Background: an optimization exercise with open tools, aiming at small area, a short achievable clock period and few clock cycles per item. Do not read the settings as production practice.

==> run F: inputs <==
## w4a8_gemm_top
module w4a8_gemm_top (
  input  wire         ap_clk,
  input  wire         areset,
  input  wire         ap_start,
  input  wire         write_result,
  input  wire         a_req,
  input  wire  [31:0] a_data,
  input  wire         b_req,
  input  wire  [31:0] b_data,
  input  wire         out_ready,
  output wire         ap_idle,
  output wire         ap_done,
  output wire         ap_ready,
  output wire         a_ack,
  output wire         b_ack,
  output wire         out_valid,
  output wire  [31:0] out_data
);
==> module w4a8_gemm_top, before the edit <==
module w4a8_gemm_top (
  input  wire         ap_clk,
  input  wire         areset,
  input  wire         ap_start,
  input  wire         write_result,
  input  wire         a_req,
  input  wire  [31:0] a_data,
  input  wire         b_req,
  input  wire  [31:0] b_data,
  input  wire         out_ready,
  output wire         ap_idle,
  output wire         ap_done,
  output wire         ap_ready,
  output wire         a_ack,
  output wire         b_ack,
  output wire         out_valid,
  output wire  [31:0] out_data
);
  logic        run;        
  logic        done_q;
  logic        wr_q;
  logic        ack_a, ack_b;
  logic [1:0]  a_cnt;      
  logic        b_got;      
  logic [2:0]  cur;        
  logic [2:0]  sq;         
  logic [2:0]  pw;         
  logic        pv;         
  logic        ov;         
  logic [48-1:0] preg;
  logic [13:0] oreg;
  logic [31:0] areg;
  logic [15:0] bcur;
  logic [15:0] bnxt;
  logic [48-1:0] part;
  logic [13:0] dot;
  wire xfer    = ov & out_ready;
  function automatic logic ok(input logic [2:0] w, input logic a1_in);
    ok = run & wr_q & b_got & ~w[2] & (w[1] ? (a_cnt == 2'd2 | a1_in) : (a_cnt == 2'd1));
  endfunction
  wire ld_rdy  = run & wr_q & pv & (pw == cur);
  wire o_free  = ~ov | out_ready;
  wire load    = ld_rdy & o_free;
  wire [2:0] cur_p1 = cur + 3'd1;
  wire [2:0] cur_p2 = cur + 3'd2;
  wire [2:0] cur_n  = load ? cur_p1 : cur;
  wire a_free  = (a_cnt == 2'd0) | ((a_cnt == 2'd1) & (~wr_q | cur[1]));
  wire a_free1 = (a_cnt == 2'd1) & cur[0] & ld_rdy;
  wire take_a  = run & a_req & ~ack_a & (a_free | (a_free1 & o_free));
  wire sq_ok   = ok(sq, take_a);
  wire [2:0] sq_n0  = (sq_ok & (sq == cur))    ? cur_p1 : cur;
  wire [2:0] sq_n1  = (sq_ok & (sq == cur_p1)) ? cur_p2 : cur_p1;
  wire [2:0] sq_n   = load ? sq_n1 : sq_n0;
  wire take_b  = run & b_req & ~ack_b & ~b_got;
  wire b_swap  = run & (sq_n[0] ^ sq[0]);
  wire tiles   = (a_cnt == 2'd2) & ~ack_a & b_got & ~ack_b;
  wire fin     = run & tiles & (~wr_q | (cur[2] & (~ov | out_ready)));
  tile_mac_s1 mac_s1 (
    .a_row ((sq[1] & (a_cnt == 2'd1)) ? a_data : areg),
    .b_row (bcur),
    .part  (part)
  );
  tile_mac_s2 mac_s2 (
    .part  (preg),
    .dot   (dot)
  );
  always_ff @(posedge ap_clk) begin
    if (areset) begin
      run    <= 1'b0;
      done_q <= 1'b0;
      wr_q   <= 1'b0;
      ack_a  <= 1'b0;
      ack_b  <= 1'b0;
      a_cnt  <= '0;
      b_got  <= 1'b0;
      cur    <= '0;
      sq     <= '0;
      pw     <= '0;
      pv     <= 1'b0;
      ov     <= 1'b0;
    end else begin
      done_q <= fin;
      if (~run) begin
        if (ap_start & ~done_q) begin
          run   <= 1'b1;
          wr_q  <= write_result;
          a_cnt <= '0;
          b_got <= 1'b0;
          cur   <= '0;
          sq    <= '0;
        end
      end else if (fin) begin
        run <= 1'b0;
      end
      if (take_a) begin
        ack_a <= 1'b1;
        a_cnt <= a_cnt + 2'd1;
      end else if (~a_req) begin
        ack_a <= 1'b0;
      end
      if (take_b) begin
        ack_b <= 1'b1;
        b_got <= 1'b1;
      end else if (~b_req) begin
        ack_b <= 1'b0;
      end
      if (run) begin
        cur  <= cur_n;
        sq   <= sq_n;
      end
      pw   <= sq;
      pv   <= sq_ok;
      if (load) begin
        ov   <= 1'b1;
      end else if (xfer) begin
        ov   <= 1'b0;
      end
    end
  end
  always_ff @(posedge ap_clk) begin
    if (take_a) areg <= a_data;
    if (take_b) begin
      bcur <= b_data[15:0];
      bnxt <= b_data[31:16];
    end else if (b_swap) begin
      bcur <= bnxt;
      bnxt <= bcur;
    end
    preg <= part;
    if (load)   oreg <= dot;
  end
  assign ap_idle   = ~run;
  assign ap_done   = done_q;
  assign ap_ready  = done_q;
  assign a_ack     = ack_a;
  assign b_ack     = ack_b;
  assign out_valid = ov;
  assign out_data  = {{18{oreg[13]}}, oreg};
endmodule
Settings: LEC_CHECK=0, CAP_MARGIN=20, CORE_MARGIN=2, CORE_UTILIZATION=50, CTS_BUF_LIST=sky130_fd_sc_hd__clkbuf_4 sky130_fd_sc_hd__clkbuf_8, GPL_TIMING_DRIVEN=1, SLEW_MARGIN=20; clock period 8.0 ns.
standard.sh (not shown) runs the stock make flow with config.mk's settings and CLKGATE_MAP_FILE= SYNTH_SCRIPT=/design/flow/synth_recipe.tcl, a recipe that flattens the netlist after the stock synthesis.
==> flow/flow/run.sh <==
#!/bin/bash
set -euo pipefail
D=$PWD
SETUP_MARGIN=${SETUP_MARGIN:-4.85}
bash standard.sh synth > synth.log 2>&1
make -C "$FLOW_HOME" DESIGN_CONFIG=$D/config.mk WORK_HOME=$D/orfs CLKGATE_MAP_FILE= \
  SYNTH_SCRIPT=$D/synth_recipe.tcl \
  BUFFER_PORTS_ARGS="-buffer_cell sky130_fd_sc_hd__buf_2" \
  CTS_ARGS="-sink_clustering_enable -repair_clock_nets -dont_use_dummy_load -buf_list {sky130_fd_sc_hd__clkbuf_4 sky130_fd_sc_hd__clkbuf_8}" \
  SETUP_SLACK_MARGIN=$SETUP_MARGIN finish > layout.log 2>&1
R=$D/orfs/results/sky130hd/w4a8_gemm_top/base
: # left out here: write the final layout as DEF
==> inputs of run G, as changes to run F <==
--- a/flow/design.v
+++ b/flow/design.v
@@ -292,34 +292,25 @@
   logic [48-1:0] preg;
   logic [13:0] oreg;
   logic [31:0] areg;
-  logic [15:0] bcur;
-  logic [15:0] bnxt;
+  logic [31:0] breg;
   logic [48-1:0] part;
   logic [13:0] dot;
   wire xfer    = ov & out_ready;
   function automatic logic ok(input logic [2:0] w, input logic a1_in);
     ok = run & wr_q & b_got & ~w[2] & (w[1] ? (a_cnt == 2'd2 | a1_in) : (a_cnt == 2'd1));
   endfunction
-  wire ld_rdy  = run & wr_q & pv & (pw == cur);
-  wire o_free  = ~ov | out_ready;
-  wire load    = ld_rdy & o_free;
-  wire [2:0] cur_p1 = cur + 3'd1;
-  wire [2:0] cur_p2 = cur + 3'd2;
-  wire [2:0] cur_n  = load ? cur_p1 : cur;
-  wire a_free  = (a_cnt == 2'd0) | ((a_cnt == 2'd1) & (~wr_q | cur[1]));
-  wire a_free1 = (a_cnt == 2'd1) & cur[0] & ld_rdy;
-  wire take_a  = run & a_req & ~ack_a & (a_free | (a_free1 & o_free));
+  wire load    = run & wr_q & pv & (pw == cur) & (~ov | out_ready);
+  wire [2:0] cur_n = cur + {2'b0, load};
+  wire take_a  = run & a_req & ~ack_a &
+                 (a_cnt == 2'd0 | (a_cnt == 2'd1 & (~wr_q | cur[1] | (cur[0] & load))));
   wire sq_ok   = ok(sq, take_a);
-  wire [2:0] sq_n0  = (sq_ok & (sq == cur))    ? cur_p1 : cur;
-  wire [2:0] sq_n1  = (sq_ok & (sq == cur_p1)) ? cur_p2 : cur_p1;
-  wire [2:0] sq_n   = load ? sq_n1 : sq_n0;
+  wire [2:0] sq_n  = (sq_ok & (sq == cur_n)) ? cur_n + 3'd1 : cur_n;
   wire take_b  = run & b_req & ~ack_b & ~b_got;
-  wire b_swap  = run & (sq_n[0] ^ sq[0]);
   wire tiles   = (a_cnt == 2'd2) & ~ack_a & b_got & ~ack_b;
   wire fin     = run & tiles & (~wr_q | (cur[2] & (~ov | out_ready)));
   tile_mac_s1 mac_s1 (
     .a_row ((sq[1] & (a_cnt == 2'd1)) ? a_data : areg),
-    .b_row (bcur),
+    .b_row (sq[0] ? breg[31:16] : breg[15:0]),
     .part  (part)
   );
   tile_mac_s2 mac_s2 (
@@ -381,13 +372,7 @@
   end
   always_ff @(posedge ap_clk) begin
     if (take_a) areg <= a_data;
-    if (take_b) begin
-      bcur <= b_data[15:0];
-      bnxt <= b_data[31:16];
-    end else if (b_swap) begin
-      bcur <= bnxt;
-      bnxt <= bcur;
-    end
+    if (take_b) breg <= b_data;
     preg <= part;
     if (load)   oreg <= dot;
   end
==> flow/run.sh (new file) <==
#!/bin/bash
# synth_recipe.tcl (not shown) runs the flow's synth.tcl, then flattens the netlist and writes it again
# the make line also repeats each setting of config.mk as NAME=value (left out here)
make -C /OpenROAD-flow-scripts/flow DESIGN_CONFIG=/design/flow/config.mk WORK_HOME=/design/flow/orfs CLKGATE_MAP_FILE= SYNTH_SCRIPT=/design/flow/synth_recipe.tcl finish
CORE_UTILIZATION = 40   (was 50)
GPL_TIMING_DRIVEN = not set   (was 1)
SETUP_SLACK_MARGIN = 5   (was not set)
removed: flow/flow/run.sh
removed: flow/standard.sh
==> results.cfg <==
[clocking]
cts_resized = 237
cts_setup_buffers = 62

[worst_setup_path]
reg2reg_depth = 14

[cells_and_area]
multi_input_area_sq_um = 5890
drive_above_1_share = 0.362

[yosys]
yosysUniqueCellTypes = 65
muxShareOfSynthArea = 0.104
yosys.area_share.adder = 0.179
syn_area_sq_um = 9030

[drt]
drt_wl_total_um = 23000

[worst_hold_path]
holdPathEnd = ack_a

[run_status]
status = timing/DRC/antenna clean
Source of the figures above: run G

==> results.cfg <==
[cells_and_area]
fin_cells = 1221

[yosys]
syn_area_sq_um = 9220
muxShareOfSynthArea = 0.106
synth_seq_area_share = 0.395

[drt]
drt_wl_total_um = 23000
wl_met2_um = 11100

[clocking]
cts_setup_buffers = 11

[run_status]
status = timing/DRC/antenna clean

[worst_setup_path]
reg2reg_depth = 12

[place]
dp_hpwl_um = 16200
placed_area_sq_um = 10100
Source of the figures above: run F

No functional check of the RTL was part of any run of this note.

==> port drivers added, routing unchanged <==
In the flow no input, the clock included, has a driving cell. The finished layouts below were timed again as built, in two steps. Step 1 (the two cells are an assumption about what drives the block):
set clk [get_ports {ap_clk}]
set_driving_cell -lib_cell sky130_fd_sc_hd__clkbuf_16 $clk
set_driving_cell -lib_cell sky130_fd_sc_hd__buf_2 [delete_from_list [all_inputs] $clk]
Step 2 moves the port delays by t, midway between the first and last clock arrival at a register: inputs arrive t later, outputs are due t later. That takes back most of the time a late clock gives input paths. Slacks: ideal / step 1 / step 2; pairs: ideal / step 1.
run | t (ns) | setup slack, ns | slew at the worst register clock pin (ns) | worst slew at a driven data input, ns
run F | 0.482 | 4.713 / 4.719 / 4.237 | 0.09 / 0.09 | 0.04
run G | 0.489 | 4.863 / 4.846 / 4.357 | 0.09 / 0.09 | 0.07
After both steps every run listed still meets setup and hold. The setup slack of run G, which loses most, moves by -0.017 ns with the drivers and by -0.506 ns with both steps.
